This is an optimization exercise on Yosys and OpenROAD, whose aim is small area, a short achievable clock period and few clock cycles, not a production implementation.
The RTL was checked by simulation tests, not by an equivalence proof against the original design.
Power and IR drop assume default switching activity.

run C:
==> module qsim_gate_engine, before the edit <==
module qsim_gate_engine (
  input  logic        clk,
  input  logic [31:0] gate_data,
  input  logic [31:0] state_in_data,
  input  logic        op_mem,     
  input  logic        op_st,      
  input  logic        cap_tap,    
  input  logic [31:0] tap,
  input  logic        cap_sum,    
  input  logic [31:0] next_r,     
  input  logic [31:0] next_s,
  input  logic        sel_r,      
  input  logic        sel_s,      
  output logic [31:0] sum,
  output logic [31:0] op
);
  logic [7:0] one_na, two_na, neg_a, one_nb, two_nb, neg_b;
  logic [7:0] one_a, two_a, one_b, two_b;
  logic [31:0] st_n, op_n;
  function automatic logic [23:0] booth(input logic [15:0] x);
    logic [16:0] xe;
    logic [7:0]  one, two, neg;
    xe = {x, 1'b0};
    for (int k = 0; k < 8; k++) begin
      one[k] = xe[2*k+1] ^ xe[2*k];
      two[k] = (xe[2*k+2] & ~xe[2*k+1] & ~xe[2*k]) | (~xe[2*k+2] & xe[2*k+1] & xe[2*k]);
      neg[k] = xe[2*k+2];
    end
    booth = {one, two, neg};
  endfunction
  always_ff @(posedge clk) begin
    {one_na, two_na, neg_a} <= booth(gate_data[31:16]) ^ {16'hffff, 8'h00};
    {one_nb, two_nb, neg_b} <= booth(gate_data[15:0]) ^ {16'hffff, 8'h00};
    if (op_mem)     op_n <= ~state_in_data;
    else if (op_st) op_n <= st_n;
    if (cap_sum)      st_n <= ~sum;
    else if (cap_tap) st_n <= ~tap;
  end
  assign one_a = ~one_na;
  assign two_a = ~two_na;
  assign one_b = ~one_nb;
  assign two_b = ~two_nb;
  assign op    = ~op_n;
  logic [31:0] acc;
  logic [28:0] a0_re, a1_re, a2_re, a0_im, a1_im, a2_im;
  assign acc = ({32{sel_r}} & next_r) | ({32{sel_s}} & next_s);
  qsim_mac_tree u_re (
    .one_a(one_a), .two_a(two_a), .neg_a(neg_a),
    .one_b(one_b), .two_b(two_b), .neg_b(neg_b),
    .x1(op[31:16]), .x2(op[15:0]), .negb(1'b1), .acc(acc[31:16]),
    .r0(a0_re), .r1(a1_re), .r2(a2_re)
  );
  qsim_mac_tree u_im (
    .one_a(one_a), .two_a(two_a), .neg_a(neg_a),
    .one_b(one_b), .two_b(two_b), .neg_b(neg_b),
    .x1(op[15:0]), .x2(op[31:16]), .negb(1'b0), .acc(acc[15:0]),
    .r0(a0_im), .r1(a1_im), .r2(a2_im)
  );
  logic [28:0] q0_re, q1_re, q2_re, q0_im, q1_im, q2_im;
  always_ff @(posedge clk) begin
    {q0_re, q1_re, q2_re} <= {a0_re, a1_re, a2_re};
    {q0_im, q1_im, q2_im} <= {a0_im, a1_im, a2_im};
  end
  function automatic logic [15:0] resolve(input logic [28:0] x, input logic [28:0] y,
                                          input logic [28:0] z);
    logic [28:0] t, u;
    logic [13:0] lo;
    logic [16:0] r;
    t  = x ^ y ^ z;
    u  = (x & y) | (x & z) | (y & z);    
    lo = {1'b0, t[12:0]} + {1'b0, u[11:0], 1'b0};
    r  = {t[28:13], 1'b1} + {u[27:12], lo[13]};
    resolve = r[16:1];
  endfunction
  assign sum[31:16] = resolve(q0_re, q1_re, q2_re);
  assign sum[15:0]  = resolve(q0_im, q1_im, q2_im);
endmodule
Settings: LEC_CHECK=0, ABC_AREA=1, CAP_MARGIN=20, CORE_MARGIN=2, CORE_UTILIZATION=40, CTS_BUF_LIST=sky130_fd_sc_hd__clkbuf_16, CTS_CLUSTER_DIAMETER=70, CTS_CLUSTER_SIZE=30, SLEW_MARGIN=20; clock period 11.0 ns.
standard.sh (not shown) runs the stock make flow with config.mk's settings and CLKGATE_MAP_FILE= SYNTH_SCRIPT=/design/flow/synth_recipe.tcl, a recipe that flattens the netlist after the stock synthesis.
==> flow/flow/run.sh <==
#!/bin/bash
# The standard layout with two changes to how it is made (the SDC, the
# standard synthesis and its registers are unchanged):
#  - after synthesis, fapol.py removes inverters between full adders by
#    flipping adders (a full adder is self-dual) and swapping xor/xnor,
#    chosen by a greedy pass and then simulated annealing;
#  - repair_timing aims at a setup margin below the design's period.
set -euo pipefail
R=orfs/results/sky130hd/qsim_top/base
bash standard.sh synth > flow_synth.log 2>&1
python3 flow/fapol.py $R/1_2_yosys.v $R/1_2_yosys.fapol.v > flow_fapol.log 2>&1
cp $R/1_2_yosys.v $R/1_2_yosys.orig.v
cp $R/1_2_yosys.fapol.v $R/1_2_yosys.v
rm -f $R/1_synth.odb $R/1_synth.sdc
bash standard.sh SETUP_SLACK_MARGIN=7 finish > flow_make.log 2>&1
Other scripts of this flow, unchanged in this note and not shown: flow/flow/fapol.py
Testbench counts of run C, summed over its fixed seeds: cycles 46,660.
Modified inputs, run A compared to run C
--- a/flow/design.v
+++ b/flow/design.v
@@ -44,6 +44,7 @@
   output logic [31:0] op
 );
   logic [7:0] one_na, two_na, neg_a, one_nb, two_nb, neg_b;
+  logic [7:0] negr_b;   
   logic [7:0] one_a, two_a, one_b, two_b;
   logic [31:0] st_n, op_n;
   function automatic logic [23:0] booth(input logic [15:0] x);
@@ -60,6 +61,7 @@
   always_ff @(posedge clk) begin
     {one_na, two_na, neg_a} <= booth(gate_data[31:16]) ^ {16'hffff, 8'h00};
     {one_nb, two_nb, neg_b} <= booth(gate_data[15:0]) ^ {16'hffff, 8'h00};
+    negr_b <= ~booth(gate_data[15:0]);
     if (op_mem)     op_n <= ~state_in_data;
     else if (op_st) op_n <= st_n;
     if (cap_sum)      st_n <= ~sum;
@@ -75,8 +77,8 @@
   assign acc = ({32{sel_r}} & next_r) | ({32{sel_s}} & next_s);
   qsim_mac_tree u_re (
     .one_a(one_a), .two_a(two_a), .neg_a(neg_a),
-    .one_b(one_b), .two_b(two_b), .neg_b(neg_b),
-    .x1(op[31:16]), .x2(op[15:0]), .negb(1'b1), .acc(acc[31:16]),
+    .one_b(one_b), .two_b(two_b), .neg_b(negr_b),
+    .x1(op[31:16]), .x2(op[15:0]), .negb(1'b0), .acc(acc[31:16]),
     .r0(a0_re), .r1(a1_re), .r2(a2_re)
   );
   qsim_mac_tree u_im (
## What came out
Summary of run A over run C: worst-skew pair later-pin latency now sits lower, total power of the final layout now sits higher, final instance area now sits higher, clock-buffer cell count now sits higher. On final wirelength, run A does worse than run C. Compared run A vs run C, and ratio of routed vias to standard cells is up in run A. Looking at run C and run A, the number of cells after detailed placement is a wash. In the flow results for run C and run A, the aggregate global-route resource usage is smaller on run C. Share of cells above drive strength 1: run C vs run A, no meaningful difference. Summary of run A over run C: data required time of the critical path went down by 0.02 ns; achievable frequency rose by about 0.7%. Power dissipated by switching net loads essentially unchanged between run A and run C. Run A vs run C — inverter count of the layout excluding clock inverters climbed by a few percent.
Testbench counts of run A, summed over its fixed seeds: cycles 46,660.

[static timing again, ports no longer ideal]
No port has a modelled driver above. Below, the same layouts with a new extraction and two added sets of constraints.
Step 1 assumes that a clkbuf_16 drives the clock port and a buf_2 every other input.
Step 2 also shifts input and output timing later by t, the mid clock arrival at the registers, as if the neighbouring blocks saw the same clock.
a / b / c = no drivers / after step 1 / after step 2; a / b = the first two.
run	shift t [ns]	setup slack, ns	hold WS [ns]	worst setup path at the end
run C	0.758	7.038 / 7.036 / 6.926	0.298 / 0.298 / 0.298	input to register
run A	0.748	7.064 / 7.064 / 6.808	0.267 / 0.267 / 0.267	input to register
After both steps every run listed still meets setup and hold. The setup slack of run A, which loses most, moves by 0.000 ns with the drivers and by -0.256 ns with both steps.
